This design comes from an exercise in tuning for small area, a short achievable clock period and few clock cycles per item on the open sky130 flow, not from production work.
Where RTL was checked, it was by simulation tests only, not by an equivalence proof against the original.
The RTL of runs 5 and 6 was laid out without a check of its function.
Power figures rest on the tool's default switching activity, not on a simulated workload.

==> flow/design.v <==
module sha256_msg_sched #(
  parameter int IN_W   = 8,
  parameter int ROUNDS = 64
) (
  input  logic            clk,
  input  logic            rst,
  input  logic            abort,
  input  logic [IN_W-1:0] in_data,
  input  logic            in_valid,
  output logic            in_ready,
  output logic [31:0]     w_data,
  output logic [5:0]      w_idx,
  output logic            w_valid,
  input  logic            w_ready,
  output logic            busy,
  output logic            dbg_state
);
  logic [31:0] r_a [16];   
  logic [31:0] r_f [16];   
  logic [15:0] r_fv;       
  logic [31:0] r_s0x;      
  logic [31:0] r_s0a;      
  logic [31:0] r_e;        
  logic [31:0] r_s1x;      
  logic [31:0] r_out;      
  logic [31:0] r_h;        
  logic [23:0] r_pk;       
  logic [1:0]  r_b;        
  logic        r_hv;       
  logic [3:0]  r_hidx;
  logic [3:0]  r_lidx;     
  logic        r_v;        
  logic [5:0]  r_idxn;     
  logic [3:0]  r_ph;       
  logic [3:0]  r_fwe;      
  logic        r_alx;      
  logic        r_alc;      
  logic        r_nrdy;     
  logic        r_busy;
  logic [5:0]  r_idx;
  logic        w_fin;      
  logic        w_cmpl;     
  logic        w_fwr;
  logic        w_gona;     
  logic        w_gosel;    
  logic        w_xfer;
  logic        w_comp;
  logic [31:0] w_new;
  logic [15:0] w_fv;
  logic        w_relabel_c, w_hv0, w_allv;
  logic [3:0]  w_ph1, w_d0, w_d1, w_fwe0, w_fwe1;
  logic        w_rdy0, w_rdy1;
  logic [5:0]  w_nnxt0, w_nnxt1;
  logic        w_ax0, w_ax1, w_ac0, w_ac1;
  logic [1:0]  n_b;
  logic        n_hv, n_v;
  logic [3:0]  n_hidx, n_lidx, n_ph, n_fwe;
  logic [5:0]  n_idx;
  function automatic logic [31:0] f_sigma0(input logic [31:0] x);
    f_sigma0 = ((x >> 7) | (x << 25)) ^ ((x >> 18) | (x << 14)) ^ (x >> 3);
  endfunction
  function automatic logic [31:0] f_sigma1(input logic [31:0] x);
    f_sigma1 = ((x >> 17) | (x << 15)) ^ ((x >> 19) | (x << 13)) ^ (x >> 10);
  endfunction
  function automatic logic [3:0] f_fwe(input logic hv, input logic [3:0] d,
                                       input logic [15:0] fv);
    f_fwe[0] = hv & (d == 4'd4)  & ~fv[5];
    f_fwe[1] = hv & (d == 4'd8)  & ~fv[9];
    f_fwe[2] = hv & (d == 4'd12) & ~fv[13];
    f_fwe[3] = hv & (d == 4'd0)  & ~fv[1];
  endfunction
  function automatic logic f_ax(input logic [5:0] nxt, input logic [3:0] ph,
                                input logic fv0, input logic allv);
    f_ax = (nxt[5:4] == 2'd0) & (ph == nxt[3:0]) & fv0 & ((nxt[3:0] != 4'd0) | allv);
  endfunction
  function automatic logic f_ac(input logic [5:0] nxt, input logic [3:0] ph);
    f_ac = (nxt[5:4] != 2'd0) & (ph == nxt[3:0]);
  endfunction
  assign r_idx     = ~r_idxn;
  assign in_ready  = ~r_nrdy;
  assign w_valid   = r_v;
  assign dbg_state = r_v;
  assign w_data    = r_out;
  assign w_idx     = r_idx;
  assign busy      = r_busy;
  assign w_fin   = in_valid & ~r_nrdy;
  assign w_cmpl  = w_fin & (r_b == 2'd3);
  assign w_fwr   = |r_fwe;
  assign w_gona  = ~r_v | w_ready;
  assign w_gosel = (r_alx | r_alc) & w_gona;
  assign w_xfer  = r_alx & w_gona & ~abort;
  assign w_comp  = r_alc & w_gona & ~abort;
  assign w_new   = r_s1x + r_e;
  always_comb begin
    for (int k = 0; k < 15; k++) w_fv[k] = r_fv[k+1];
    w_fv[3]  = r_fwe[0] | r_fv[4];
    w_fv[7]  = r_fwe[1] | r_fv[8];
    w_fv[11] = r_fwe[2] | r_fv[12];
    w_fv[15] = r_fwe[3] | (r_fv[0] & ~w_xfer);
    if (abort) w_fv = 16'd0;
  end
  assign w_relabel_c = (r_lidx == 4'd0) & (r_idx == 6'd63) & ~r_v & ~r_hv & ~(|r_fv);
  assign w_ph1  = r_ph + 4'd1;
  assign w_hv0  = r_hv & ~w_fwr;                        
  assign w_d0   = r_hidx - w_ph1;
  assign w_d1   = r_lidx - (w_relabel_c ? 4'd15 : w_ph1);
  assign w_fwe0 = f_fwe(w_hv0, w_d0, r_fv);
  assign w_fwe1 = f_fwe(1'b1, w_d1, r_fv);
  assign w_rdy0 = (r_b != 2'd3) | ~w_hv0 | (|w_fwe0);
  assign w_rdy1 = (r_b != 2'd2) | ~w_hv0 | (|w_fwe0);
  assign w_allv = (r_fwe[2] | r_fv[12]) & r_fv[11] & r_fv[10] & r_fv[9] &
                  (r_fwe[1] | r_fv[8]) & r_fv[7] & r_fv[6] & r_fv[5] &
                  (r_fwe[0] | r_fv[4]) & r_fv[3] & r_fv[2] & r_fv[1];
  assign w_nnxt0 = r_idx + 6'd1;
  assign w_nnxt1 = r_idx + 6'd2;
  assign w_ax0  = f_ax(w_nnxt0, w_ph1, r_fv[1], w_allv);
  assign w_ax1  = f_ax(w_nnxt1, w_ph1, r_fv[1], w_allv);
  assign w_ac0  = f_ac(w_nnxt0, w_ph1);
  assign w_ac1  = f_ac(w_nnxt1, w_ph1);
  always_comb begin
    n_b    = w_fin ? r_b + 2'd1 : r_b;
    n_hv   = w_cmpl | w_hv0;
    n_hidx = w_cmpl ? r_lidx : r_hidx;
    n_lidx = w_cmpl ? r_lidx + 4'd1 : r_lidx;
    n_ph   = (w_cmpl & w_relabel_c) ? 4'd15 : w_ph1;
    n_v    = w_gosel | (r_v & ~w_ready);
    n_idx  = w_gosel ? r_idx + 6'd1 : r_idx;
    n_fwe  = w_cmpl ? w_fwe1 : w_fwe0;
    if (abort) begin
      n_b    = 2'd0;
      n_hv   = 1'b0;
      n_lidx = 4'd0;
      n_v    = 1'b0;
      n_idx  = 6'd63;
      n_fwe  = 4'd0;
    end
  end
  always_ff @(posedge clk or posedge rst) begin
    if (rst) begin
      r_b    <= 2'd0;
      r_hv   <= 1'b0;
      r_lidx <= 4'd0;
      r_v    <= 1'b0;
      r_idxn <= 6'd0;
      r_fv   <= 16'd0;
      r_fwe  <= 4'd0;
      r_alx  <= 1'b0;
      r_alc  <= 1'b0;
      r_nrdy <= 1'b0;
      r_busy <= 1'b0;
    end else begin
      r_b    <= n_b;
      r_hv   <= n_hv;
      r_lidx <= n_lidx;
      r_v    <= n_v;
      r_idxn <= ~n_idx;
      r_fv   <= w_fv;
      r_fwe  <= n_fwe;
      r_alx  <= ~abort & (w_gosel ? w_ax1 : w_ax0);
      r_alc  <= ~abort & (w_gosel ? w_ac1 : w_ac0);
      r_nrdy <= ~abort & ~(w_fin ? w_rdy1 : w_rdy0);
      r_busy <= ~abort & ((w_fin ? (r_b != 2'd3) : (r_b != 2'd0)) | w_cmpl | w_hv0 |
                          (|r_fv[15:1]) | w_fwr | (r_fv[0] & ~(r_alx & w_gona)) |
                          w_gosel | (r_v & ~w_ready) |
                          (w_gosel ? (r_idx != 6'd62) : (r_idx != 6'd63)));
    end
  end
  always_ff @(posedge clk) begin
    r_ph   <= n_ph;
    r_hidx <= n_hidx;
    if (w_fin && r_b != 2'd3) r_pk <= {r_pk[15:0], in_data};
    if (w_cmpl) r_h <= {r_pk, in_data};
    if (w_comp)      r_out <= w_new;
    else if (w_xfer) r_out <= r_f[0];
    for (int i = 0; i < 15; i++) r_f[i] <= r_f[i+1];
    if (r_fwe[0]) r_f[3]  <= r_h;
    if (r_fwe[1]) r_f[7]  <= r_h;
    if (r_fwe[2]) r_f[11] <= r_h;
    if (r_fwe[3]) r_f[15] <= r_h;
    else          r_f[15] <= r_f[0];
    for (int i = 0; i < 15; i++) r_a[i] <= r_a[i+1];
    if (w_comp)      r_a[15] <= w_new;
    else if (w_xfer) r_a[15] <= r_f[0];
    else             r_a[15] <= r_a[0];
    r_s0x <= f_sigma0(r_a[4]);
    r_s0a <= r_s0x + r_a[2];
    r_e   <= r_s0a + r_a[10];
    r_s1x <= f_sigma1(r_a[15]);
  end
endmodule
==> flow/flow/run.sh <==
#!/bin/bash
# Standard layout (the standard.sh), except that
#  - synthesis maps logic with a delay-driven abc script (flow/abc_fast.script)
#    and without the full/half-adder cell step; registers are mapped before abc
#    runs, exactly as in synth_recipe.tcl, so they are the standard ones;
#  - every input and output port is buffered with buf_4 rather than the
#    default (a slow delay buffer that the resizer may not swap);
#  - clock tree synthesis adds no dummy loads.
# Each step's full log is in orfs/logs/; make's own output is in flow_make.log.
set -euo pipefail
here=$(pwd)
{
  echo 'proc abc {args} {'
  echo '  set i [lsearch $args -script]'
  echo "  if {\$i >= 0} { lset args [expr {\$i+1}] $here/flow/abc_fast.script }"
  echo '  yosys abc {*}$args'
  echo '}'
  cat synth_recipe.tcl
} > my_synth.tcl
cts="-sink_clustering_enable -repair_clock_nets -sink_clustering_size 20 -sink_clustering_max_diameter 45 -buf_list sky130_fd_sc_hd__clkbuf_8 -dont_use_dummy_load"
extra="ADDER_MAP_FILE= ABC_CLOCK_PERIOD_IN_PS=1500 CTS_ARGS=\"$cts\" BUFFER_PORTS_ARGS=\"-buffer_cell sky130_fd_sc_hd__buf_4\""
sed -e "s#SYNTH_SCRIPT=[^ ]*#SYNTH_SCRIPT=$here/my_synth.tcl $extra#" standard.sh > my_standard.sh
bash my_standard.sh > flow_make.log 2>&1
==> flow/flow/abc_fast.script <==
&get -n
&st
&if -g
&st
&dch
&nf {D}
&put
buffer -c
topo
stime -c
upsize -c {D}
dnsize -c {D}
==> flow/standard.sh <==
#!/bin/bash
# synth_recipe.tcl (not shown) runs the flow's synth.tcl, then flattens the netlist and writes it again
# the make line also repeats each setting of config.mk as NAME=value (left out here)
make -C /OpenROAD-flow-scripts/flow DESIGN_CONFIG=/design/flow/config.mk WORK_HOME=/design/flow/orfs CLKGATE_MAP_FILE= SYNTH_SCRIPT=/design/flow/synth_recipe.tcl "${@:-finish}"
==> flow/config.mk <==
export PLATFORM = sky130hd
export DESIGN_NAME = sha256_msg_sched
export DESIGN_NICKNAME = sha256_msg_sched
export VERILOG_FILES = /design/flow/design.v
export SDC_FILE = /design/flow/constraint.sdc
export NUM_CORES = 4
export LEC_CHECK = 0
export CAP_MARGIN = 20
export CORE_MARGIN = 2
export CORE_UTILIZATION = 55
export CTS_BUF_LIST = sky130_fd_sc_hd__clkbuf_8
export CTS_CLUSTER_DIAMETER = 45
export CTS_CLUSTER_SIZE = 20
export SETUP_SLACK_MARGIN = 2.2
export SLEW_MARGIN = 20
==> flow/constraint.sdc <==
create_clock -name core_clock -period 4.6 [get_ports {clk}]
set_input_delay 0.9200 -clock core_clock [delete_from_list [all_inputs] [get_ports {clk}]]
set_output_delay 0.9200 -clock core_clock [all_outputs]
set_load 0.01 [all_outputs]
==> flow_summary_export.csv, run 1 <==
group,metric,value,unit
status,outcome,"complete, no violations",
clocking,cts_buffers,112,
route,via_per_inst,5.28,
floorplan,die_x,262,um
yosys,yosysSeqAreaShare,73.4,%
timing,finalHoldViolations,0,
floorplan,die_h,262,um
placed_design,gp_congestion,0.950,
grt,grt_max_degree,95,
clocking,clockBufferDepth,3,
setup_path,critPathKind,"reg2reg",
final_layout,nets,3000,
timing,worst_slack,2.24,ns
power,peakVddDrop,0.386,mV
yosys,synth_flop_cell,"dfxtp_1",
setup_path,critPathMaxFanout,6,
floorplan,num_io_pins,55,
clocking,cts_sinks,1286,
yosys,syn-cell-area,36600,sq um
yosys,ys_seq_elements,1286,
timing,tightest_slew,1.03,ns
clocking,root_buffer,"clkbuf_8",
floorplan,core-area,65700,sq um
placed_design,portBuffers,54,
timing,fmax,423,MHz
clocking,htreeDepth,3,
placed_design,place_ws,1.77,ns
final_layout,syn2layout_area_growth,11.8,%
route,num_vias,20300,
power,p_per_area,484,nW/um^2
clocking,clk_pin_slew,0.11,ns
route,wl,86400,um
yosys,syn-num-nets,2834,
grt,grt_pass1_vias,20200,
route,drt-wirelength-per-cell,22.4,um
route,post-route-drc-count,0,
job,drv_cap,0,
setup_path,arrival,2.76,ns
grt,antenna_found_initial,3,
timing,skew,0.0951,ns
timing,tns,0,ns
setup_path,startpoint_type,"flip-flop",
timing,rsz0062_at_grt,"yes",
route,drt_iter0_markers,1312,
floorplan,core.rowCount,94,
power,total_power,0.0198,W
route,ant_nets,0,
timing,finalCriticalPeriod,2.36,ns
grt,grt_first_pass_wirelength,125000,um
floorplan,initial_core_util,55.6,%
power,leakagePower,15.0,nW
yosys,synth.avg_cell_area,13.0,sq um
timing,slew_violations,0,
setup_path,cp-end-kind,"flip-flop",
placed_design,dp_hpwl,62200,um
timing,fin_crit_sh,51.4,%
yosys,synth.distinct_cells,72,
yosys,synth_edf_count,92,
min_path,hp-class,"reg2reg",
grt,overflow,0,
yosys,async_flop_share,2.95,%
grt,grt_use_total,25.0,%
timing,slew_headroom,31.2,%
clocking,insertion_delay,0.75,ns
setup_path,worstPathRequired,5.00,ns
timing,setup-violations-final,0,
floorplan,die-area,68600,sq um
route,dr.pass1.iters,6,
final_layout,drive_gt1_share,17.0,%
yosys,postSynthCellCount,2821,
clocking,tritoncts,"built",
yosys,yosys_warnings,3,
repair_timing:
item	CTS	global route
pin swaps	7	13
hold buffers	0	0
endpoints found under the hold margin	0	0
setup endpoints to repair	68	55
cloned	0	2
resized for setup	83	113
buffers inserted	11	17
final timing paths:
path | from | end | slack, ns | cells after the start
max | r_s1x[7] | r_out[30] | 2.24 | 7
min | r_a[9][11] | r_a[8][11] | 0.27 | 0
max reg2reg | r_s1x[7] | r_out[30] | 2.24 | 7
min reg2reg | r_a[9][11] | r_a[8][11] | 0.27 | 0
max in group asynchronous | rst | r_idxn[0] | 3.88 | 3
min in group asynchronous | rst | r_fwe[2] | 0.30 | 3
layer usage:
metal	track usage, %	part of all wire (%)
met1	32.5	44
met2	42.1	48
met3	3.68	3.7
met4	9.85	4.2
met5	0	0
final cells by class:
class / count / area, sq um
Antenna cell: 2 / 5.00
Inverter: 16 / 63.8
Fill cell: 5090 / 24900
Timing Repair Buffer: 94 / 729
Tap cell: 864 / 1080
Multi-Input combinational cell: 1477 / 10600
Sequential cell: 1286 / 26900
Clock buffer: 112 / 1540
metrics by stage:
step | instances | hold WS [ns] | utilization (%) | instance area, sq um
after global routing | 3851 | 0.268 | 62.2 | 40900
final | 3851 | 0.275 | 62.2 | 40900
after CTS | 3829 | 0.246 | 60.9 | 40100
after floorplan | 2821 | 0.310 | - | 36600
after global placement | 3705 | 0.309 | 57.8 | 38000
after detailed placement | 3706 | 0.312 | 57.8 | 38000
logic make-up after synthesis:
| logic type | share of synthesized area [%] |
|---|---|
| compound gates | 7.22 |
| xor+xnor | 7.61 |
| fa+ha+maj | 0.144 |
| buf+inv | 0.684 |
| flops | 73.4 |
| mux | 3.97 |
| simple gates | 6.94 |
synth_stat cells (8+ instances only):
library cell  instances  area share (%)
inv_1                16            0.16
or3_1                 8            0.14
o21ai_0             199             2.7
o31ai_1              11            0.23
nor2_1              203             2.1
xnor2_1             259             6.2
a31oi_1              13            0.22
mux2_2              129             4.0
o22ai_1              12            0.21
dfrtp_1              38             2.6
nand3_1              21            0.29
nor3_1               15            0.21
nor2b_1              13            0.22
nor4_1               32            0.55
dfxtp_1            1156              63
a21oi_1             102             1.4
xor2_1               55             1.3
nand4_1              10            0.17
edfxtp_1             92             7.6
a21o_1               17            0.35
and3_1                8            0.14
clkbuf_1             33            0.34
nand2_1             236             2.4
o211ai_1             14            0.29
and2_1                8            0.14
a211oi_1             14            0.29
worst max-delay path, stage by stage, from the launching register on:
cell and delay [ns]:
dfxtp_1 0.37, xnor2_4 0.36, o21ai_0 0.23, a21oi_2 0.27, o221ai_4 0.18, a311oi_2 0.32, xor2_1 0.22, o21ai_1 0.10
registers in the layout, indices dropped and copies added (netlist names), 16 cells and up:
name	flops
r_a	512
r_f	512
r_e	32
r_h	32
r_out	32
r_s0a	32
r_s0x	32
r_s1x	32
r_pk	24
r_fv	16
where the power goes:
| part | internal, W | switching (W) |
|---|---|---|
| sequential | 0.0128 | 0.000557 |
| clock | 0.00216 | 0.00325 |
| combinational | 0.000606 | 0.000453 |
cells in the final DEF, fill, tap and decap left out, types with 12 or more instances in the layout:
| cell | instances |
|---|---|
| a21o_1 | 17 |
| a21oi_1 | 94 |
| buf_4 | 91 |
| clkbuf_8 | 112 |
| dfrtp_1 | 27 |
| dfxtp_1 | 1149 |
| edfxtp_1 | 92 |
| inv_1 | 12 |
| mux2_2 | 129 |
| nand2_1 | 233 |
| nand3_1 | 21 |
| nor2_1 | 197 |
| nor2b_1 | 13 |
| nor3_1 | 12 |
| nor4_1 | 18 |
| o211ai_1 | 14 |
| o21ai_0 | 177 |
| o21ai_1 | 17 |
| xnor2_1 | 215 |
| xnor2_2 | 27 |
| xnor2_4 | 20 |
| xor2_1 | 52 |
Testbench counts, summed over its fixed seeds: cycles 12,720, blocks 192.
==> run 2, diff against run 1 <==
--- a/flow/flow/run.sh
+++ b/flow/flow/run.sh
@@ -17,7 +17,7 @@
   echo '}'
   cat synth_recipe.tcl
 } > my_synth.tcl
-cts="-sink_clustering_enable -repair_clock_nets -sink_clustering_size 20 -sink_clustering_max_diameter 45 -buf_list sky130_fd_sc_hd__clkbuf_8 -dont_use_dummy_load"
+cts="-sink_clustering_enable -repair_clock_nets -sink_clustering_size 30 -sink_clustering_max_diameter 60 -buf_list sky130_fd_sc_hd__clkbuf_16 -dont_use_dummy_load"
 extra="ADDER_MAP_FILE= ABC_CLOCK_PERIOD_IN_PS=1500 CTS_ARGS=\"$cts\" BUFFER_PORTS_ARGS=\"-buffer_cell sky130_fd_sc_hd__buf_4\""
 sed -e "s#SYNTH_SCRIPT=[^ ]*#SYNTH_SCRIPT=$here/my_synth.tcl $extra#" standard.sh > my_standard.sh
 bash my_standard.sh > flow_make.log 2>&1
==> run 2 against run 1 <==
- sequential share of layout area hardly changed
- non-clock buffer count is 9 higher
- worst setup slack worse by 0.029 ns
- sequential power hardly changed
- clock power is 2% higher
- via count is 2.1% lower
- area after synthesis stayed put
- critical path type unchanged
==> flow_summary_export.csv, run 2 <==
group,metric,value,unit
timing,finalCriticalPeriod,2.39,ns
final_layout,fill_cells,5099,
grt,antenna_found_initial,1,
yosys,synth_edf_count,92,
placed_design,portBuffers,54,
grt,grt_max_degree,95,
route,wl,85300,um
setup_path,path_cells,"xnor2_4 -> o21ai_0 -> a2bb2oi_2 -> o221ai_4 -> a311oi_2 -> xor2_1 -> o21ai_1",
setup_path,critPathKind,"reg2reg",
final_layout,finish.utilization,62.3,%
final_layout,nets,2955,
timing,finalHoldViolations,0,
job,drv_cap,0,
clocking,cts_sinks,1286,
yosys,postSynthCellCount,2821,
placed_design,gp_congestion,0.950,
timing,slew_headroom,32.9,%
yosys,synth_common_cells,"dfxtp_1 (1,156), xnor2_1 (259), nand2_1 (236)",
final_layout,stdcell_area,40900,sq um
placed_design,placed_cells,3706,
floorplan,core-area,65700,sq um
power,leakagePower,15.0,nW
yosys,yosys_warnings,3,
setup_path,cp-end-kind,"flip-flop",
floorplan,core.rowCount,94,
power,p_per_area,486,nW/um^2
floorplan,die-area,68600,sq um
clocking,insertion_delay,0.67,ns
placed_design,place_area,38000,sq um
yosys,synth_top_area_share,63.3,%
yosys,async_flop_share,2.95,%
yosys,yosysSeqAreaShare,73.4,%
setup_path,worstPathRequired,4.95,ns
final_layout,final_common_cell,"dfxtp_1",
clocking,clk_pin_slew,0.11,ns
power,peakVddDrop,0.412,mV
status,outcome,"complete, no violations",
floorplan,die_h,262,um
clocking,root_buffer,"clkbuf_16",
yosys,synth_area_leaders,"dfxtp_1 (63%), edfxtp_1 (7.6%), xnor2_1 (6.2%), mux2_2 (4.0%), o21ai_0 (2.7%)",
final_layout,syn2layout_area_growth,11.9,%
floorplan,initial_core_util,55.6,%
min_path,hp-class,"reg2reg",
yosys,yosys.area.top_type,"dfxtp_1",
timing,setup-violations-final,0,
yosys,synth_most_common_cell,"dfxtp_1",
grt,overflow,0,
timing,tightest_slew,1.00,ns
setup_path,arrival,2.74,ns
yosys,synth.distinct_cells,72,
setup_path,crit_slowest_cell,"dfxtp_1",
route,num_vias,19900,
clocking,clockBufferDepth,3,
yosys,syn-num-nets,2834,
timing,rsz0062_at_grt,"yes",
yosys,synth.avg_cell_area,13.0,sq um
final_layout,final_cells,3806,
clocking,cts_buffers,60,
yosys,ys_seq_elements,1286,
setup_path,startpoint_type,"flip-flop",
route,dr.pass1.iters,5,
setup_path,cp.buffers_inverters,0,
grt,grt_pass1_vias,19800,
floorplan,die_x,262,um
setup_path,crit_path_max_incr_delay,0.40,ns
route,drt_iter0_markers,1378,
timing,fmax,418,MHz
placed_design,dp_hpwl,62200,um
timing,tns,0,ns
final_layout,final_cell_mix,"dfxtp_1 (1,136), nand2_1 (232), xnor2_1 (215)",
clocking,tritoncts,"built",
timing,fin_crit_sh,52.0,%
yosys,synth_flop_cell,"dfxtp_1",
grt,grt_use_total,24.7,%
floorplan,num_io_pins,55,
grt,grt_first_pass_wirelength,124000,um
clocking,htreeDepth,2,
yosys,syn-cell-area,36600,sq um
final_layout,drive_gt1_share,16.4,%
final_layout,top_regs,"r_a: 512 flops, r_f: 512 flops",
route,via_per_inst,5.23,
setup_path,cpLargestDelayFamily,"compound AO/OA/AOI/OAI gates",
route,drt-wirelength-per-cell,22.4,um
timing,skew,0.0736,ns
setup_path,critPathMaxFanout,5,
route,post-route-drc-count,0,
timing,slew_violations,0,
route,ant_nets,0,
==> run 2: cell counts after synthesis <==
No cell type changed its count.
==> run 2: kinds of logic after synthesis <==
group,Yosys count,synth area share (%)
flip-flops,1286,73.4
XOR/XNOR,316,7.61
multiplexers,129,3.97
AO/OA/AOI/OAI,445,7.22
AND/OR/NAND/NOR,580,6.94
buffers and inverters,60,0.684
adder cells (fa/ha/maj),5,0.144
==> run 2: timing repair <==
action | in CTS | in global routing
endpoints found under the setup margin | 64 | 58
endpoints found under the hold margin | 0 | 0
resized for setup | 87 | 131
pin swaps | 11 | 20
hold buffers | 0 | 0
buffers inserted | 14 | 23
==> run 2: metal layers <==
metal  up-vias  GRT usage, %  wire length [um]  part of all wire (%)
li1       9696             -                 -                     -
met1      9590          32.7             38100                    45
met2       439          41.5             40600                    48
met3       167          2.74              2840                   3.3
met4         0          10.4              3810                   4.5
met5         -             0                 0                     0
==> run 2: area by class of cell <==
| type | instances | area, sq um | share of cell area (%) |
|---|---|---|---|
| repair buffers | 103 | 797 | 1.95 |
| well taps | 864 | 1080 | 2.64 |
| multi-input cells | 1475 | 10600 | 25.8 |
| inverters | 16 | 63.8 | 0.156 |
| flip-flops and latches | 1286 | 26900 | 65.7 |
| clock buffers | 60 | 1500 | 3.67 |
| diodes | 2 | 5.00 | 0.0122 |
==> run 2: worst register-to-register path, delay by kind of cell, from the launching register on <==
| kind | cells | cell delay [ns] |
|---|---|---|
| compound gates | 5 | 1.13 |
| flops | 1 | 0.40 |
| xor+xnor | 2 | 0.56 |
==> run 2: final timing paths <==
| kind | depth (start not counted) | slack (ns) | start | end |
|---|---|---|---|---|
| setup / recovery | 7 | 2.21 | r_s1x[11] | r_out[30] |
| hold / removal | 0 | 0.29 | r_a[9][10] | r_a[8][10] |
| setup reg to reg | 7 | 2.21 | r_s1x[11] | r_out[30] |
| hold reg to reg | 0 | 0.29 | r_a[9][10] | r_a[8][10] |
| max in group asynchronous | 3 | 3.81 | rst | r_fv[5] |
| min in group asynchronous | 3 | 0.38 | rst | r_fwe[3] |
==> run 2: stage by stage <==
step	setup WS (ns)	power [W]	hold WS (ns)
after floorplan	2.04	0.0141	0.310
after global placement	1.65	0.0145	0.309
after detailed placement	1.77	0.0146	0.312
after CTS	2.08	0.0200	0.287
after global routing	2.10	0.0206	0.290
final	2.21	0.0199	0.288
==> run 2: where the power goes <==
group | switching, W | total (W) | leakage [nW] | internal, W
clock network | 0.00319 | 0.00551 | 0.739 | 0.00232
registers | 0.000559 | 0.0133 | 10.7 | 0.0128
logic | 0.000457 | 0.00107 | 3.55 | 0.000611
==> run 3, diff against run 2 <==
--- a/flow/flow/run.sh
+++ b/flow/flow/run.sh
@@ -17,7 +17,7 @@
   echo '}'
   cat synth_recipe.tcl
 } > my_synth.tcl
-cts="-sink_clustering_enable -repair_clock_nets -sink_clustering_size 30 -sink_clustering_max_diameter 60 -buf_list sky130_fd_sc_hd__clkbuf_16 -dont_use_dummy_load"
+cts="-sink_clustering_enable -repair_clock_nets -sink_clustering_size 24 -sink_clustering_max_diameter 60 -buf_list {sky130_fd_sc_hd__clkbuf_8 sky130_fd_sc_hd__clkbuf_16} -dont_use_dummy_load"
 extra="ADDER_MAP_FILE= ABC_CLOCK_PERIOD_IN_PS=1500 CTS_ARGS=\"$cts\" BUFFER_PORTS_ARGS=\"-buffer_cell sky130_fd_sc_hd__buf_4\""
 sed -e "s#SYNTH_SCRIPT=[^ ]*#SYNTH_SCRIPT=$here/my_synth.tcl $extra#" standard.sh > my_standard.sh
 bash my_standard.sh > flow_make.log 2>&1
==> run 3 against run 2 <==
- area after synthesis did not move
- sequential share of layout area fell by 0.16 points
- die area did not move
- clock power rose by 11%
- flip-flop and latch count did not move
- register-to-register slack got worse by 0.03 ns
- highest routed layer unchanged
- clock skew fell by 0.0094 ns
- final cell count barely moved
- fmax fell by 1.1%
- synthesized cell count did not move
- sequential power barely moved
- still clean
==> flow_summary_export.csv, run 3 <==
group,metric,value,unit
timing,finalCriticalPeriod,2.42,ns
yosys,synth_fa_ha_area_share,0.144,%
yosys,yosys_warnings,3,
clocking,root_buffer,"clkbuf_16",
placed_design,placed_cells,3706,
final_layout,finish.utilization,62.4,%
route,via_per_inst,5.26,
final_layout,syn2layout_area_growth,12.1,%
timing,skew,0.0642,ns
floorplan,core-area,65700,sq um
clocking,cts_buffers,72,
final_layout,final_common_cell,"dfxtp_1",
final_layout,drive_gt1_share,15.3,%
power,leakagePower,15.1,nW
grt,grt_first_pass_wirelength,125000,um
route,drt-wirelength-per-cell,22.6,um
grt,overflow,0,
yosys,syn-cell-area,36600,sq um
placed_design,portBuffers,54,
setup_path,critPathMaxFanout,6,
floorplan,num_io_pins,55,
min_path,hp-class,"reg2reg",
clocking,clk_pin_slew,0.08,ns
grt,grt_use_total,24.9,%
grt,grt_pass1_vias,20000,
power,peakVddDrop,0.383,mV
timing,tightest_slew,1.06,ns
yosys,synth.avg_cell_area,13.0,sq um
setup_path,cpLargestDelayFamily,"compound AO/OA/AOI/OAI gates",
final_layout,final_cells,3808,
final_layout,fill_cells,5081,
setup_path,startpoint_type,"flip-flop",
yosys,synth_flop_cell,"dfxtp_1",
setup_path,worstPathRequired,4.91,ns
floorplan,die_h,262,um
setup_path,crit_slowest_cell,"dfxtp_1",
yosys,synth_simple_gate_area_share,6.94,%
grt,antenna_found_initial,1,
yosys,muxShareOfSynthArea,3.97,%
clocking,holdBufCountCts,0,
route,ant_nets,0,
yosys,async_flop_share,2.95,%
final_layout,final_cell_mix,"dfxtp_1 (1,151), nand2_1 (234), xnor2_1 (217)",
route,num_vias,20000,
clocking,insertion_delay,0.63,ns
setup_path,path_common_cell,"o21ai_0",
floorplan,die-area,68600,sq um
power,p_per_area,500,nW/um^2
route,wl,86200,um
yosys,synth_top_family_by_area,"XOR/XNOR gates",
floorplan,die_x,262,um
grt,grt_max_degree,95,
clocking,htreeDepth,3,
setup_path,arrival,2.73,ns
route,dr.pass1.iters,5,
yosys,yosys.area.top_type,"dfxtp_1",
timing,slew_headroom,29.2,%
timing,fin_crit_sh,52.5,%
yosys,synth_xor_xnor_area_share,7.61,%
floorplan,initial_core_util,55.6,%
yosys,synth_most_common_cell,"dfxtp_1",
floorplan,core.rowCount,94,
timing,slew_violations,0,
setup_path,critPathKind,"reg2reg",
clocking,clockBufferDepth,3,
setup_path,cp-end-kind,"flip-flop",
yosys,yosysSeqAreaShare,73.4,%
job,drv_cap,0,
yosys,ys_seq_elements,1286,
yosys,synth_top_area_share,63.3,%
yosys,synth_compound_area_share,7.22,%
final_layout,top_regs,"r_a: 512 flops, r_f: 512 flops",
setup_path,crit_path_max_incr_delay,0.37,ns
final_layout,nets,2959,
setup_path,path_cells,"xnor2_4 -> o21ai_0 -> o21ai_0 -> nand2_1 -> o21ai_1 -> and4_1 -> o31ai_1",
route,post-route-drc-count,0,
timing,tns,0,ns
timing,fmax,414,MHz
yosys,synth_edf_count,92,
placed_design,dp_hpwl,62200,um
clocking,tritoncts,"built",
yosys,synth_area_leaders,"dfxtp_1 (63%), edfxtp_1 (7.6%), xnor2_1 (6.2%), mux2_2 (4.0%), o21ai_0 (2.7%)",
yosys,syn-num-nets,2834,
timing,fin_hold_ws,0.293,ns
final_layout,n_antenna_cell,0,
yosys,synth_common_cells,"dfxtp_1 (1,156), xnor2_1 (259), nand2_1 (236)",
timing,rsz0062_at_grt,"yes",
setup_path,cp.buffers_inverters,0,
status,outcome,"complete, no violations",
route,drt_iter0_markers,1365,
timing,setup-violations-final,0,
yosys,synth.distinct_cells,72,
placed_design,gp_congestion,0.950,
yosys,postSynthCellCount,2821,
timing,finalHoldViolations,0,
clocking,cts_sinks,1286,
## run 3: cell count changes in the layout (fill, tap and decap cells not counted), moves of 4 or more
cell / previous run / this run
o21ai_0: 175 / 181
o21ai_2: 9 / 5
clkbuf_16: 60 / 72
buf_4: 100 / 90
nor2_1: 195 / 199
nor2_2: 6 / 2
dfxtp_2: 18 / 4
dfxtp_1: 1136 / 1151
## run 3: logic make-up after synthesis
kind of cell,count (synthesis)
AO/OA/AOI/OAI,445
XOR/XNOR,316
adder cells (fa/ha/maj),5
buffers and inverters,60
flip-flops,1286
multiplexers,129
AND/OR/NAND/NOR,580
## run 3: cell type report
type | instances | area [sq um] | area share (%)
Sequential cell | 1286 | 26900 | 65.6
Multi-Input combinational cell | 1477 | 10500 | 25.5
Clock buffer | 72 | 1800 | 4.39
Tap cell | 864 | 1080 | 2.64
Timing Repair Buffer | 93 | 722 | 1.76
Inverter | 16 | 63.8 | 0.156
## run 3: path summary, 6_finish.rpt
path	start	end	slack (ns)	depth (start not counted)
max	r_s1x[8]	r_out[29]	2.18	7
max reg2reg	r_s1x[8]	r_out[29]	2.18	7
max in group asynchronous	rst	r_idxn[1]	3.80	3
min	r_a[9][10]	r_a[8][10]	0.29	0
min in group asynchronous	rst	r_fwe[2]	0.43	3
min reg2reg	r_a[9][10]	r_a[8][10]	0.29	0
## run 3: metal layers
metal / wire length (um) / track usage (%) / vias to the layer above
li1: - / - / 9717
met1: 38000 / 32.6 / 9679
met2: 40900 / 41.8 / 473
met3: 3070 / 3.22 / 176
met4: 4120 / 10.5 / 0
met5: 0 / 0 / -
## run 3: report_power, final
part	total [W]	leakage, nW	switching [W]	internal [W]
clock network	0.00609	0.887	0.00330	0.00279
logic	0.00107	3.44	0.000460	0.000611
registers	0.0133	10.7	0.000557	0.0128
total	0.0205	15.1	0.00432	0.0162
## run 3: through the flow
stage          power (W)  cell area (sq um)  setup WS [ns]
3_3_place_gp      0.0145              38000           1.65
2_1_floorplan     0.0141              36600           2.04
3_5_place_dp      0.0146              38000           1.77
6_report          0.0205              41000           2.18
5_1_grt           0.0212              41000           2.10
4_1_cts           0.0206              40300           2.04
## run 3: timing repair
action | 4_1_cts | 5_1_grt
pin swaps | 8 | 18
buffers inserted | 12 | 15
resized for setup | 80 | 87
setup endpoints to repair | 63 | 60
gates cloned | 0 | 2
==> run 4, diff against run 3 <==
--- a/flow/flow/run.sh
+++ b/flow/flow/run.sh
@@ -17,7 +17,7 @@
   echo '}'
   cat synth_recipe.tcl
 } > my_synth.tcl
-cts="-sink_clustering_enable -repair_clock_nets -sink_clustering_size 24 -sink_clustering_max_diameter 60 -buf_list {sky130_fd_sc_hd__clkbuf_8 sky130_fd_sc_hd__clkbuf_16} -dont_use_dummy_load"
+cts="-sink_clustering_enable -repair_clock_nets -sink_clustering_size 12 -sink_clustering_max_diameter 35 -buf_list {sky130_fd_sc_hd__clkbuf_4 sky130_fd_sc_hd__clkbuf_8} -dont_use_dummy_load"
 extra="ADDER_MAP_FILE= ABC_CLOCK_PERIOD_IN_PS=1500 CTS_ARGS=\"$cts\" BUFFER_PORTS_ARGS=\"-buffer_cell sky130_fd_sc_hd__buf_4\""
 sed -e "s#SYNTH_SCRIPT=[^ ]*#SYNTH_SCRIPT=$here/my_synth.tcl $extra#" standard.sh > my_standard.sh
 bash my_standard.sh > flow_make.log 2>&1
==> run 4 against run 3 <==
- sequential share of layout area decreased by 1.2 points
- largest power group unchanged
- non-clock buffer count grew 19
- synthesized cell count did not move
- flip-flop and latch count stayed put
- global-route usage up 0.54 points
- via count increased by 2.8%
- still clean on timing, DRC and antenna
- wire length is 1.6% higher
- final cell count rose by 2.8%
- register-to-register slack about the same
- critical path depth rose by 1
- fmax about the same
- clock-buffer cell count increased by 87
==> flow_summary_export.csv, run 4 <==
group,metric,value,unit
placed_design,dp_hpwl,62200,um
floorplan,core-area,65700,sq um
yosys,yosysSeqAreaShare,73.4,%
route,dr.pass1.iters,5,
yosys,yosys.area.top_type,"dfxtp_1",
placed_design,portBuffers,54,
setup_path,ff2ff_setup_slack,2.18,ns
grt,grt_first_pass_wirelength,127000,um
route,num_vias,20600,
final_layout,top_regs,"r_a: 512 flops, r_f: 512 flops",
yosys,synth_top_area_share,63.3,%
grt,grt_use_met2,42.0,%
final_layout,syn2layout_area_growth,14.2,%
clocking,clockBufferDepth,3,
grt,busiest_layer,"met2",
floorplan,die_h,262,um
final_layout,nets,3064,
clocking,htreeDepth,4,
yosys,yosys_warnings,3,
floorplan,die-area,68600,sq um
yosys,synth_common_cells,"dfxtp_1 (1,156), xnor2_1 (259), nand2_1 (236)",
floorplan,die_x,262,um
setup_path,critPathKind,"reg2reg",
yosys,syn-num-nets,2834,
yosys,ys_seq_elements,1286,
yosys,synth_edf_count,92,
route,drt-wirelength-per-cell,22.4,um
setup_path,startpoint_type,"flip-flop",
floorplan,core.rowCount,94,
grt,grt_max_degree,95,
grt,grt_pass1_vias,20900,
final_layout,final_common_cell,"dfxtp_1",
timing,tns,0,ns
min_path,hp-class,"reg2reg",
status,outcome,"complete, no violations",
yosys,postSynthCellCount,2821,
timing,rsz0062_at_grt,"yes",
clocking,cts_buffers,159,
grt,antenna_found_initial,2,
placed_design,gp_congestion,0.950,
final_layout,fill_cells,5047,
timing,finalCriticalPeriod,2.42,ns
timing,fin_crit_sh,52.5,%
route,drt_iter0_markers,1190,
timing,skew,0.0973,ns
grt,grt_use_total,25.4,%
setup_path,arrival,2.86,ns
yosys,syn-cell-area,36600,sq um
setup_path,rr_worst_depth,8,
clocking,cts_sinks,1286,
setup_path,cp-end-kind,"flip-flop",
yosys,async_flop_share,2.95,%
route,via_per_inst,5.27,
clocking,holdBufCountCts,0,
floorplan,initial_core_util,55.6,%
grt,overflow,0,
final_layout,drive_gt1_share,19.4,%
route,wl,87500,um
power,p_per_area,501,nW/um^2
setup_path,worstPathRequired,5.05,ns
yosys,synth_area_leaders,"dfxtp_1 (63%), edfxtp_1 (7.6%), xnor2_1 (6.2%), mux2_2 (4.0%), o21ai_0 (2.7%)",
route,post-route-drc-count,0,
route,ant_nets,0,
timing,finalHoldViolations,0,
power,leakagePower,15.5,nW
setup_path,critPathMaxFanout,6,
power,peakVddDrop,0.423,mV
clocking,clk_pin_slew,0.07,ns
floorplan,num_io_pins,55,
grt,met3_usage,4.35,%
job,drv_cap,0,
timing,slew_violations,0,
final_layout,final_cell_mix,"dfxtp_1 (1,140), nand2_1 (233), xnor2_1 (215)",
timing,setup-violations-final,0,
yosys,synth_flop_cell,"dfxtp_1",
clocking,root_buffer,"clkbuf_8",
power,total_power,0.0209,W
clocking,insertion_delay,0.79,ns
timing,fmax,414,MHz
timing,slew_headroom,31.5,%
clocking,tritoncts,"built",
yosys,synth.distinct_cells,72,
grt,grt_util_met1,32.6,%
min_path,holdPathStages,0,
yosys,synth.avg_cell_area,13.0,sq um
yosys,synth_most_common_cell,"dfxtp_1",
timing,tightest_slew,1.03,ns
run 4: cell families after synthesis:
kind of cell	after synthesis	share of synthesized area, %
fa+ha+maj	5	0.144
compound gates	445	7.22
xor+xnor	316	7.61
flops	1286	73.4
mux	129	3.97
simple gates	580	6.94
buf+inv	60	0.684
run 4: path summary, 6_finish.rpt:
kind,start,end
setup / recovery,r_e[5],r_out[30]
hold / removal,r_f[1][25],r_f[0][25]
setup reg to reg,r_e[5],r_out[30]
hold reg to reg,r_f[1][25],r_f[0][25]
max in group asynchronous,rst,r_fwe[2]
min in group asynchronous,rst,r_fv[6]
run 4: timing repair:
| action | in CTS | in global routing |
|---|---|---|
| resized for setup | 104 | 122 |
| pin swaps | 11 | 29 |
| cloned | 0 | 1 |
| buffers inserted | 21 | 25 |
| endpoints found under the setup margin | 79 | 61 |
run 4: layer usage:
layer | vias to the layer above | wire (um)
met1 | 9938 | 38200
met5 | - | 0
met3 | 197 | 3520
li1 | 9918 | -
met4 | 0 | 4050
met2 | 562 | 41700
run 4: through the flow:
| stage | hold WS, ns | std cells | cell area (sq um) | utilization, % | worst slack [ns] |
|---|---|---|---|---|---|
| global route | 0.266 | 3914 | 41800 | 63.5 | 2.06 |
| global placement | 0.309 | 3705 | 38000 | 57.8 | 1.65 |
| detailed placement | 0.312 | 3706 | 38000 | 57.8 | 1.77 |
| floorplan | 0.310 | 2821 | 36600 | - | 2.04 |
| CTS | 0.225 | 3886 | 40900 | 62.2 | 2.06 |
| finish | 0.272 | 3914 | 41800 | 63.5 | 2.18 |
run 4: layout make-up:
class                      count  area (sq um)  area share, %
antenna                        1          2.50        0.00599
clock buffer                 159          2190           5.24
inverter                      16          63.8          0.153
multi-input combinational   1476         10600           25.5
sequential                  1286         26900           64.4
tap                          864          1080           2.59
timing repair buffer         112           892           2.14
run 4: worst max-delay path, cell delays in order (launching register included):
cell and delay (ns):
dfxtp_2 0.35, xnor2_4 0.33, o21ai_0 0.24, a221oi_2 0.21
buf_4 0.18, o221ai_4 0.14, a311oi_2 0.32, xor2_1 0.22
o21ai_1 0.09
run 4: power by group:
part | internal (W) | switching, W
Sequential | 0.0128 | 0.000560
Combinational | 0.000612 | 0.000458
Clock | 0.00305 | 0.00347
Total | 0.0164 | 0.00449
==> run 5, diff against run 4 <==
--- a/flow/design.v
+++ b/flow/design.v
@@ -46,6 +46,7 @@
   logic        w_xfer;
   logic        w_comp;
   logic [31:0] w_new;
+  logic [31:0] w_a15;      
   logic [15:0] w_fv;
   logic        w_relabel_c, w_hv0, w_allv;
   logic [3:0]  w_ph1, w_d0, w_d1, w_fwe0, w_fwe1;
@@ -91,6 +92,7 @@
   assign w_xfer  = r_alx & w_gona & ~abort;
   assign w_comp  = r_alc & w_gona & ~abort;
   assign w_new   = r_s1x + r_e;
+  assign w_a15   = w_comp ? w_new : (w_xfer ? r_f[0] : r_a[0]);
   always_comb begin
     for (int k = 0; k < 15; k++) w_fv[k] = r_fv[k+1];
     w_fv[3]  = r_fwe[0] | r_fv[4];
@@ -170,8 +172,7 @@
     r_hidx <= n_hidx;
     if (w_fin && r_b != 2'd3) r_pk <= {r_pk[15:0], in_data};
     if (w_cmpl) r_h <= {r_pk, in_data};
-    if (w_comp)      r_out <= w_new;
-    else if (w_xfer) r_out <= r_f[0];
+    if (w_comp | w_xfer) r_out <= w_a15;
     for (int i = 0; i < 15; i++) r_f[i] <= r_f[i+1];
     if (r_fwe[0]) r_f[3]  <= r_h;
     if (r_fwe[1]) r_f[7]  <= r_h;
@@ -179,9 +180,7 @@
     if (r_fwe[3]) r_f[15] <= r_h;
     else          r_f[15] <= r_f[0];
     for (int i = 0; i < 15; i++) r_a[i] <= r_a[i+1];
-    if (w_comp)      r_a[15] <= w_new;
-    else if (w_xfer) r_a[15] <= r_f[0];
-    else             r_a[15] <= r_a[0];
+    r_a[15] <= w_a15;
     r_s0x <= f_sigma0(r_a[4]);
     r_s0a <= r_s0x + r_a[2];
     r_e   <= r_s0a + r_a[10];
--- a/flow/flow/run.sh
+++ b/flow/flow/run.sh
@@ -17,7 +17,7 @@
   echo '}'
   cat synth_recipe.tcl
 } > my_synth.tcl
-cts="-sink_clustering_enable -repair_clock_nets -sink_clustering_size 12 -sink_clustering_max_diameter 35 -buf_list {sky130_fd_sc_hd__clkbuf_4 sky130_fd_sc_hd__clkbuf_8} -dont_use_dummy_load"
+cts="-sink_clustering_enable -repair_clock_nets -sink_clustering_size 20 -sink_clustering_max_diameter 45 -buf_list sky130_fd_sc_hd__clkbuf_8 -dont_use_dummy_load"
 extra="ADDER_MAP_FILE= ABC_CLOCK_PERIOD_IN_PS=1500 CTS_ARGS=\"$cts\" BUFFER_PORTS_ARGS=\"-buffer_cell sky130_fd_sc_hd__buf_4\""
 sed -e "s#SYNTH_SCRIPT=[^ ]*#SYNTH_SCRIPT=$here/my_synth.tcl $extra#" standard.sh > my_standard.sh
 bash my_standard.sh > flow_make.log 2>&1
==> run 5 against run 4 <==
- still clean on timing, DRC and antenna
- via count down 3.3%
- area after synthesis down 0.53%
- worst setup slack worse by 0.066 ns
- highest routed layer unchanged
- sequential power down 14%
- critical path depth unchanged
- critical path type unchanged
- synthesized cell count down 2.4%
- sequential share of layout area up 1.9 points
- fmax down 2.7%
==> flow_summary_export.csv, run 5 <==
group,metric,value,unit
power,internal_power,0.0136,W
floorplan,num_io_pins,55,
final_layout,final_cell_mix,"dfxtp_1 (1,144), nand2_1 (216), xnor2_1 (214)",
power,pwr-share-seq,67.0,%
timing,tns,0,ns
floorplan,core.rowCount,94,
final_layout,finish.utilization,61.7,%
power,p_comb_share,1.9,%
yosys,yosysSeqAreaShare,73.8,%
yosys,synth.distinct_cells,74,
clocking,clk_pin_slew,0.10,ns
setup_path,critPathMaxFanout,3,
yosys,syn-num-nets,2765,
route,via_per_inst,5.27,
final_layout,nets,2931,
setup_path,arrival,3.10,ns
timing,slew_violations,0,
power,total_power,0.0171,W
clocking,clockBufferDepth,3,
power,swShare,20.2,%
yosys,synth_common_cells,"dfxtp_1 (1,156), xnor2_1 (253), nand2_1 (218)",
floorplan,core-area,65600,sq um
setup_path,startpoint_type,"flip-flop",
floorplan,die_h,261,um
placed_design,portBuffers,54,
setup_path,worstPathRequired,5.22,ns
yosys,yosys.area.top_type,"dfxtp_1",
final_layout,final_cells,3781,
grt,grt_use_total,24.4,%
setup_path,crit_path_max_incr_delay,0.41,ns
floorplan,initial_core_util,55.4,%
power,peakVddDrop,0.346,mV
timing,fin_crit_sh,54.0,%
route,num_vias,19900,
power,p_per_area,421,nW/um^2
job,drv_cap,0,
timing,finalHoldViolations,0,
setup_path,crit_slowest_cell,"dfrtp_1",
final_layout,final_common_cell,"dfxtp_1",
timing,setup-violations-final,0,
timing,tightest_slew,1.07,ns
timing,fmax,403,MHz
route,drt-wirelength-per-cell,22.2,um
setup_path,critPathKind,"reg2reg",
clocking,tritoncts,"built",
yosys,postSynthCellCount,2752,
final_layout,syn2layout_area_growth,11.4,%
timing,rsz0062_at_grt,"yes",
final_layout,stdcell_area,40500,sq um
power,leakagePower,14.8,nW
clocking,insertion_delay,0.76,ns
final_layout,top_regs,"r_a: 512 flops, r_f: 512 flops",
timing,skew,0.104,ns
yosys,async_flop_share,2.95,%
final_layout,drive_gt1_share,17.4,%
grt,grt_first_pass_wirelength,122000,um
route,post-route-drc-count,0,
route,drt_iter0_markers,1448,
yosys,synth_flop_cell,"dfxtp_1",
timing,finalCriticalPeriod,2.48,ns
placed_design,dp_hpwl,59900,um
yosys,syn-cell-area,36400,sq um
floorplan,die-area,68200,sq um
floorplan,die_x,261,um
clocking,cts_buffers,108,
route,ant_nets,0,
yosys,ys_seq_elements,1286,
yosys,synth_area_leaders,"dfxtp_1 (64%), edfxtp_1 (7.6%), xnor2_1 (6.1%), mux2_2 (4.0%), dfrtp_1 (2.6%)",
timing,slew_headroom,28.8,%
clocking,root_buffer,"clkbuf_8",
power,clkPwrFrac,31.1,%
yosys,synth_edf_count,92,
grt,grt_pass1_vias,19800,
yosys,synth_top_area_share,63.6,%
yosys,yosys_warnings,3,
status,outcome,"complete, no violations",
route,wl,84100,um
min_path,hp-class,"reg2reg",
grt,grt_max_degree,39,
clocking,holdBufCountCts,0,
yosys,synth_most_common_cell,"dfxtp_1",
clocking,htreeDepth,3,
setup_path,path_cells,"nor4_4 -> nand4_4 -> buf_6 -> o31ai_4 -> maj3_2 -> nand2b_1 -> o211ai_1 -> o41ai_2",
clocking,cts_sinks,1286,
route,dr.pass1.iters,5,
placed_design,placed_cells,3639,
setup_path,cp-end-kind,"flip-flop",
placed_design,place_area,37800,sq um
yosys,synth.avg_cell_area,13.2,sq um
grt,overflow,0,
grt,antenna_found_initial,2,
placed_design,gp_congestion,0.960,
power,switching_power,0.00345,W
## run 5: through the flow
stage                     hold WS [ns]  worst slack (ns)
final                            0.232              2.12
after global placement           0.310              1.61
after global routing             0.233              2.01
after floorplan                  0.310              2.18
after detailed placement         0.312              1.62
after CTS                        0.239              2.07
## run 5: power by group through the flow
stage | Sequential (W) | Combinational (W) | Clock (W)
final | 0.0114 | 0.000327 | 0.00530
after global routing | 0.0115 | 0.000352 | 0.00585
after CTS | 0.0114 | 0.000260 | 0.00546
after detailed placement | 0.0117 | 0.000259 | 0
after global placement | 0.0117 | 0.000252 | 0
after floorplan | 0.0117 | 0.000212 | 0
## run 5: repair_timing
item,CTS,global route
gates cloned,0,0
resized for setup,43,128
setup buffers,11,22
endpoints found under the setup margin,63,68
pin swaps,7,21
## run 5: cells by family (layout without fill, tap and decap cells)
group | count (synthesis) | in the layout | synth area share, %
DFF | 1286 | 1286 | 73.8
and+or+nand+nor | 536 | 536 | 6.58
AOI/OAI and AO/OA | 428 | 428 | 7.11
xor gates and xnor gates | 315 | 315 | 7.74
muxes | 129 | 129 | 3.99
buffers and inverters | 53 | 217 | 0.609
adders and majority gates | 5 | 5 | 0.144
other | 0 | 1 | 0
## run 5: path summary, 6_finish.rpt
path	from	endpoint	slack [ns]	cells after the start
worst max-delay path	r_fv[15]	r_fwe[2]	2.12	8
worst min-delay path	r_a[9][11]	r_a[8][11]	0.23	0
worst max register to register	r_fv[15]	r_fwe[2]	2.12	8
worst min register to register	r_a[9][11]	r_a[8][11]	0.23	0
max in group asynchronous	rst	r_idxn[2]	3.87	3
min in group asynchronous	rst	r_fv[12]	0.32	3
## run 5: layout make-up
cell class | count | area [sq um]
sequential | 1286 | 26900
fill | 5130 | 25100
multi-input combinational | 1413 | 10300
clock buffer | 108 | 1490
tap | 864 | 1080
timing repair buffer | 97 | 748
inverter | 12 | 48.8
antenna | 1 | 2.50
## run 5: metal layers
layer	GRT usage, %	vias up	wire length, um
met3	3.86	194	3080
met4	10.7	0	3910
met5	0	-	0
met1	31.3	9642	36400
li1	-	9580	-
met2	41.2	514	40700
## run 5: worst max-delay path, delay by kind of cell, from the launching register on
kind / cells / cell delay [ns]
adders and majority gates: 1 / 0.29
buffers and inverters: 1 / 0.16
DFF: 1 / 0.41
and+or+nand+nor: 3 / 0.68
AOI/OAI and AO/OA: 3 / 0.86
==> run 6, diff against run 5 <==
--- a/flow/config.mk
+++ b/flow/config.mk
@@ -11,5 +11,5 @@
 export CTS_BUF_LIST = sky130_fd_sc_hd__clkbuf_8
 export CTS_CLUSTER_DIAMETER = 45
 export CTS_CLUSTER_SIZE = 20
-export SETUP_SLACK_MARGIN = 2.2
+export SETUP_SLACK_MARGIN = 2.3
 export SLEW_MARGIN = 20
==> run 6 against run 5 <==
- still clean
- sequential power about the same
- global-route usage grew 0.46 points
- fmax up 3.1%
- largest power group unchanged
- highest routed layer unchanged
==> flow_summary_export.csv, run 6 <==
group,metric,value,unit
floorplan,initial_core_util,55.4,%
yosys,synth_edf_count,92,
final_layout,final_cell_mix,"dfxtp_1 (1,147), nand2_1 (216), xnor2_1 (202)",
yosys,synth_common_cells,"dfxtp_1 (1,156), xnor2_1 (253), nand2_1 (218)",
status,outcome,"complete, no violations",
setup_path,crit_path_end,"r_fwe[1]",
final_layout,multi_input_comb_area,10700,sq um
setup_path,startpoint_type,"flip-flop",
yosys,yosys.area.top_type,"dfxtp_1",
yosys,synth_area_leaders,"dfxtp_1 (64%), edfxtp_1 (7.6%), xnor2_1 (6.1%), mux2_2 (4.0%), dfrtp_1 (2.6%)",
min_path,hp-class,"reg2reg",
placed_design,portBuffers,54,
setup_path,cpLargestDelayFamily,"simple AND/OR/NAND/NOR gates",
yosys,ys_seq_elements,1286,
setup_path,crit_slowest_cell,"or3_4",
yosys,postSynthCellCount,2752,
setup_path,critPathMaxFanout,5,
route,via_per_inst,5.25,
final_layout,final_common_cell,"dfxtp_1",
final_layout,drive_gt1_share,20.3,%
setup_path,worstPathRequired,5.21,ns
timing,fmax,415,MHz
final_layout,fill_cells,5098,
floorplan,die_h,261,um
clocking,cts_sinks,1286,
timing,finalHoldViolations,0,
final_layout,nets,2968,
timing,tightest_slew,0.996,ns
placed_design,placed_cells,3640,
floorplan,core-area,65600,sq um
setup_path,path_cells,"nor4_2 -> nand2_2 -> or3_4 -> buf_6 -> nand3_2 -> nand4_1 -> buf_4 -> o41ai_4",
grt,grt_use_total,24.9,%
setup_path,crit_path_max_incr_delay,0.45,ns
clocking,insertion_delay,0.75,ns
floorplan,die-area,68200,sq um
final_layout,syn2layout_area_growth,13.4,%
timing,finalCriticalPeriod,2.41,ns
setup_path,crit_start,"r_fv[9]",
final_layout,final_cells,3818,
setup_path,reg2reg_from,"r_fv[9]",
route,drt_iter0_markers,1194,
final_layout,top_regs,"r_a: 512 flops, r_f: 512 flops",
setup_path,cp-end-kind,"flip-flop",
floorplan,die_x,261,um
grt,overflow,0,
placed_design,gp_congestion,0.972,
setup_path,arrival,3.01,ns
yosys,async_flop_share,2.95,%
yosys,yosys_warnings,3,
grt,grt_first_pass_wirelength,125000,um
setup_path,critPathKind,"reg2reg",
yosys,synth_top_area_share,63.6,%
timing,tns,0,ns
yosys,syn-num-nets,2765,
clocking,holdBufCountCts,0,
route,num_vias,20000,
route,ant_nets,0,
clocking,clockBufferDepth,3,
power,leakagePower,15.0,nW
timing,rsz0062_at_grt,"yes",
route,drt-wirelength-per-cell,22.3,um
grt,grt_max_degree,39,
yosys,yosysSeqAreaShare,73.8,%
timing,worst_slack,2.19,ns
timing,setup-violations-final,0,
job,drv_cap,0,
clocking,htreeDepth,3,
floorplan,num_io_pins,55,
yosys,synth_most_common_cell,"dfxtp_1",
placed_design,place_ws,1.38,ns
power,p_per_area,416,nW/um^2
grt,antenna_found_initial,3,
setup_path,cp.buffers_inverters,2,
min_path,hold_path.startpoint,"r_a[11][13]",
yosys,synth_flop_cell,"dfxtp_1",
route,wl,85200,um
yosys,synth.distinct_cells,74,
grt,grt_pass1_vias,20400,
clocking,tritoncts,"built",
timing,slew_headroom,33.4,%
timing,fin_crit_sh,52.3,%
setup_path,ff2ff_setup_slack,2.19,ns
final_layout,seqCellArea,26900,sq um
power,peakVddDrop,0.348,mV
route,post-route-drc-count,0,
yosys,syn-cell-area,36400,sq um
timing,skew,0.111,ns
route,dr.pass1.iters,5,
setup_path,path_depth,8,
placed_design,dp_hpwl,59900,um
yosys,synth.avg_cell_area,13.2,sq um
clocking,clk_pin_slew,0.11,ns
setup_path,r2r_end,"r_fwe[1]",
setup_path,rr_worst_depth,8,
timing,slew_violations,0,
floorplan,core.rowCount,94,
clocking,root_buffer,"clkbuf_8",
clocking,cts_buffers,110,
==> run 6: where the power goes <==
group	internal [W]	switching [W]
clock network	0.00212	0.00326
logic	0.000154	0.000166
registers	0.0114	0.0000613
==> run 6: area by class of cell <==
cell class | count | share of cell area, %
sequential | 1286 | 65.2
multi-input combinational | 1413 | 25.9
clock buffer | 110 | 3.67
tap | 864 | 2.62
timing repair buffer | 131 | 2.53
inverter | 12 | 0.118
timing repair inverter | 1 | 0.0182
antenna | 1 | 0.00607
==> run 6: what timing repair did <==
item	4_1_cts	5_1_grt
pin swaps	35	27
endpoints found under the setup margin	91	88
buffers inserted	52	14
gates resized for setup	141	110
endpoints found under the hold margin	0	0
gates cloned	1	0
==> run 6: layer usage <==
metal	routed length [um]	track usage (%)	vias to the layer above	part of all wire, %
li1	-	-	9659	-
met1	36600	31.6	9696	43
met2	41100	42.3	459	48
met3	2820	3.44	216	3.3
met4	4680	11.6	0	5.5
met5	0	0	-	0
==> run 6: logic make-up after synthesis <==
kind of cell             Yosys count  synth area share, %
adder cells (fa/ha/maj)            5                0.144
buffers and inverters             53                0.609
multiplexers                     129                 3.99
AND/OR/NAND/NOR                  536                 6.58
AO/OA/AOI/OAI                    428                 7.11
flip-flops                      1286                 73.8
XOR/XNOR                         315                 7.74
==> run 6: stage by stage <==
step	area [sq um]	util [%]	power [W]	hold WS, ns
finish	41300	62.9	0.0171	0.235
floorplan	36400	-	0.0119	0.310
detailed placement	37800	57.7	0.0120	0.312
global route	41300	62.9	0.0177	0.228
CTS	40500	61.7	0.0173	0.227
global placement	37800	57.6	0.0119	0.310
==> run 6: how the worst min path moves through the flow <==
stage	slack, ns	cells past startpoint	end
2_1_floorplan	0.31	0	r_a[0][0]
3_3_place_gp	0.31	0	r_a[7][16]
3_5_place_dp	0.31	0	r_a[0][24]
4_1_cts	0.23	0	r_a[10][13]
5_1_grt	0.23	0	r_a[10][13]
6_report	0.23	0	r_a[10][13]
==> run 7, diff against run 6 <==
--- a/flow/design.v
+++ b/flow/design.v
@@ -46,7 +46,6 @@
   logic        w_xfer;
   logic        w_comp;
   logic [31:0] w_new;
-  logic [31:0] w_a15;      
   logic [15:0] w_fv;
   logic        w_relabel_c, w_hv0, w_allv;
   logic [3:0]  w_ph1, w_d0, w_d1, w_fwe0, w_fwe1;
@@ -92,7 +91,6 @@
   assign w_xfer  = r_alx & w_gona & ~abort;
   assign w_comp  = r_alc & w_gona & ~abort;
   assign w_new   = r_s1x + r_e;
-  assign w_a15   = w_comp ? w_new : (w_xfer ? r_f[0] : r_a[0]);
   always_comb begin
     for (int k = 0; k < 15; k++) w_fv[k] = r_fv[k+1];
     w_fv[3]  = r_fwe[0] | r_fv[4];
@@ -172,7 +170,8 @@
     r_hidx <= n_hidx;
     if (w_fin && r_b != 2'd3) r_pk <= {r_pk[15:0], in_data};
     if (w_cmpl) r_h <= {r_pk, in_data};
-    if (w_comp | w_xfer) r_out <= w_a15;
+    if (w_comp)      r_out <= w_new;
+    else if (w_xfer) r_out <= r_f[0];
     for (int i = 0; i < 15; i++) r_f[i] <= r_f[i+1];
     if (r_fwe[0]) r_f[3]  <= r_h;
     if (r_fwe[1]) r_f[7]  <= r_h;
@@ -180,7 +179,9 @@
     if (r_fwe[3]) r_f[15] <= r_h;
     else          r_f[15] <= r_f[0];
     for (int i = 0; i < 15; i++) r_a[i] <= r_a[i+1];
-    r_a[15] <= w_a15;
+    if (w_comp)      r_a[15] <= w_new;
+    else if (w_xfer) r_a[15] <= r_f[0];
+    else             r_a[15] <= r_a[0];
     r_s0x <= f_sigma0(r_a[4]);
     r_s0a <= r_s0x + r_a[2];
     r_e   <= r_s0a + r_a[10];
==> flow/run.sh (new file) <==
#!/bin/bash
# synth_recipe.tcl (not shown) runs the flow's synth.tcl, then flattens the netlist and writes it again
# the make line also repeats each setting of config.mk as NAME=value (left out here)
make -C /OpenROAD-flow-scripts/flow DESIGN_CONFIG=/design/flow/config.mk WORK_HOME=/design/flow/orfs CLKGATE_MAP_FILE= SYNTH_SCRIPT=/design/flow/synth_recipe.tcl finish
--- a/flow/config.mk
+++ b/flow/config.mk
@@ -11,5 +11,5 @@
 export CTS_BUF_LIST = sky130_fd_sc_hd__clkbuf_8
 export CTS_CLUSTER_DIAMETER = 45
 export CTS_CLUSTER_SIZE = 20
-export SETUP_SLACK_MARGIN = 2.3
+export SETUP_SLACK_MARGIN = 2.1
 export SLEW_MARGIN = 20
removed: flow/flow/run.sh
removed: flow/flow/abc_fast.script
removed: flow/standard.sh
==> run 7 against run 6 <==
- clock-buffer cell count increased by 5
- critical path depth grew 4
- largest cell class unchanged
- fmax is 15% lower
- hold slack better by 0.072 ns
- first-iteration DRC count down 24%
- largest power group unchanged
- non-clock buffer count is 30 higher
- final area rose by 2.9%
==> flow_summary_export.csv, run 7 <==
group,metric,value,unit
power,peakVddDrop,0.339,mV
yosys,syn-cell-area,36300,sq um
timing,tightest_slew,0.676,ns
grt,overflow,0,
yosys,yosysSeqAreaShare,74.1,%
setup_path,critPathKind,"reg2reg",
timing,slew_violations,0,
placed_design,gp_congestion,0.952,
clocking,root_buffer,"clkbuf_8",
final_layout,nets,2952,
setup_path,arrival,3.47,ns
yosys,ys_seq_elements,1286,
yosys,yosys.area.top_type,"dfxtp_1",
timing,finalHoldViolations,0,
yosys,synth_top_area_share,63.8,%
yosys,synth.distinct_cells,77,
route,num_vias,18800,
setup_path,critPathMaxFanout,5,
final_layout,drive_gt1_share,22.7,%
yosys,synth_most_common_cell,"dfxtp_1",
setup_path,startpoint_type,"flip-flop",
min_path,hp-class,"reg2reg",
timing,rsz0062_at_grt,"yes",
yosys,postSynthCellCount,2603,
clocking,holdBufCountCts,0,
job,drv_cap,0,
power,p_per_area,448,nW/um^2
yosys,synth_common_cells,"dfxtp_1 (1,156), xnor2_1 (169), mux2_2 (131)",
final_layout,final_common_cell,"dfxtp_1",
route,top_layer_used,"met5",
timing,tns,0,ns
setup_path,cp-end-kind,"flip-flop",
timing,fmax,354,MHz
yosys,synth_flop_cell,"dfxtp_1",
floorplan,die_h,261,um
timing,fin_crit_sh,61.4,%
floorplan,core-area,65500,sq um
route,drt_iter0_markers,910,
timing,slew_headroom,54.4,%
setup_path,worstPathRequired,5.24,ns
final_layout,final_cell_mix,"dfxtp_1 (1,127), xnor2_1 (162), mux2_2 (129)",
placed_design,dp_hpwl,49000,um
route,dr_wl_met3,1940,um
grt,grt_max_degree,47,
route,via_per_inst,4.97,
floorplan,num_io_pins,55,
timing,setup-violations-final,0,
yosys,synth_area_leaders,"dfxtp_1 (64%), edfxtp_1 (7.6%), xnor2_1 (4.1%), mux2_2 (4.1%), ha_1 (3.7%)",
floorplan,die-area,68000,sq um
clocking,htreeDepth,3,
route,wl,74200,um
clocking,clk_pin_slew,0.11,ns
yosys,async_flop_share,2.95,%
power,leakagePower,17.6,nW
grt,grt_first_pass_wirelength,112000,um
floorplan,initial_core_util,55.3,%
route,ant_nets,0,
grt,grt_use_total,21.8,%
final_layout,finish.utilization,64.8,%
route,drt-wirelength-per-cell,19.6,um
clocking,cts_buffers,111,
route,route.met2.wl,34800,um
route,m1WireLength,34100,um
clocking,tritoncts,"built",
clocking,clockBufferDepth,3,
yosys,synth.avg_cell_area,13.9,sq um
route,post-route-drc-count,0,
floorplan,core.rowCount,94,
timing,finalCriticalPeriod,2.82,ns
clocking,cts_sinks,1286,
yosys,yosys_warnings,3,
status,outcome,"complete, no violations",
yosys,syn-num-nets,2727,
placed_design,portBuffers,54,
route,dr.pass1.iters,4,
clocking,insertion_delay,0.73,ns
floorplan,die_x,261,um
grt,antenna_found_initial,3,
timing,skew,0.0364,ns
final_layout,syn2layout_area_growth,17.1,%
final_layout,top_regs,"r_a: 512 flops, r_f: 512 flops",
grt,grt_pass1_vias,19100,
yosys,synth_edf_count,92,
run 7: changes by cell type in the layout (fill, tap and decap cells not counted), sizes merged, moves of 31 or more:
cell / delta
a21o: +31
nand2: -97
nor2: -72
inv: +91
o21ai: -80
ha: +108
xnor2: -89
run 7: cell families after synthesis:
group / synth area share [%]
AO/OA/AOI/OAI: 6.37
XOR/XNOR: 5.36
adder cells (fa/ha/maj): 3.89
buffers and inverters: 1.05
flip-flops: 74.1
multiplexers: 4.15
AND/OR/NAND/NOR: 5.10
run 7: through the flow:
stage	instance area (sq um)	setup slack (ns)	hold slack, ns	total power (W)	cells
after floorplan	36300	1.93	0.310	0.0119	2603
after global placement	37900	1.35	0.309	0.0120	3488
after detailed placement	37900	1.36	0.312	0.0120	3488
after CTS	41700	1.61	0.311	0.0192	3756
after global routing	42400	1.58	0.315	0.0197	3790
final	42400	1.78	0.307	0.0190	3790
run 7: where the power goes:
group	internal (W)	total (W)	switching [W]	leakage (nW)
Clock	0.00303	0.00724	0.00421	1.35
Combinational	0.000144	0.000323	0.000180	5.50
Sequential	0.0114	0.0114	0.0000546	10.7
Total	0.0146	0.0190	0.00445	17.6
run 7: what timing repair did:
action | CTS | global route
pin swaps | 84 | 79
gates resized for setup | 211 | 123
setup buffers | 58 | 33
endpoints found under the setup margin | 103 | 95
run 7: metal layers:
metal	up-vias	track usage (%)
li1	9290	-
met2	338	35.5
met1	9038	28.9
met4	2	10.7
met3	168	2.93
met5	-	0
run 7: critical path, cell delays in order, from the launching register on:
cell and delay [ns]:
dfrtp_1 0.38, or4_1 0.57, nor4_4 0.18, nand4_1 0.24, and2_4 0.22, ha_4 0.22, a21oi_4 0.14, inv_2 0.06
a21oi_4 0.14, xnor2_2 0.16, xor2_1 0.22, o22a_1 0.17, nor2_1 0.04
run 7: cell type report:
class | count | area [sq um]
antenna | 1 | 2.50
sequential | 1286 | 26900
fill | 4868 | 23100
inverter | 51 | 193
clock buffer | 115 | 1580
clock inverter | 95 | 1090
tap | 864 | 1080
multi-input combinational | 1217 | 10200
timing repair buffer | 161 | 1400
run 7: path summary, 6_finish.rpt:
path,startpoint,end,slack (ns),cells past startpoint
worst max-delay path,r_fv[15],r_fwe[1],1.78,12
worst min-delay path,r_a[8][5],r_a[7][5],0.31,0
worst max register to register,r_fv[15],r_fwe[1],1.78,12
worst min register to register,r_a[8][5],r_a[7][5],0.31,0
max in group asynchronous,rst,r_idxn[4],3.61,3
min in group asynchronous,rst,r_fwe[3],0.60,3
Testbench counts of run 7, summed over its fixed seeds: cycles 12,720, blocks 192.

==> separate check: timing with driven ports <==
No port has a modelled driver above. Below, the same layouts with a new extraction and two added sets of constraints.
Step 1 (the two cells are an assumption about what drives the block):
set clk [get_ports {clk}]
set_driving_cell -lib_cell sky130_fd_sc_hd__clkbuf_16 $clk
set_driving_cell -lib_cell sky130_fd_sc_hd__buf_2 [delete_from_list [all_inputs] $clk]
Step 2, shift: input delay + t, output delay - t, t = (earliest + latest rising clock arrival at the registers) / 2. This alone moves slack from input paths to output paths.
Three values: ideal, step 1, step 2; two values: the first two.
run	shift t [ns]	slack for setup (ns)	worst register clock-pin slew, ns	pins driven straight from the clock port
run 1	0.761	2.237 / 2.212 / 1.686	0.11 / 0.11	1
run 2	0.693	2.209 / 2.209 / 1.731	0.11 / 0.11	1
run 3	0.663	2.183 / 2.183 / 1.637	0.09 / 0.09	1
run 4	0.805	2.183 / 2.183 / 1.694	0.08 / 0.08	1
run 5	0.770	2.117 / 2.117 / 1.717	0.11 / 0.11	1
run 6	0.753	2.193 / 2.193 / 1.862	0.11 / 0.11	1
run 7	0.776	1.777 / 1.777 / 1.445	0.12 / 0.12	1
After both steps setup and hold are still met in every run listed. For run 1, which loses most, drivers alone change the setup slack by -0.025 ns; drivers and shift together by -0.551 ns.
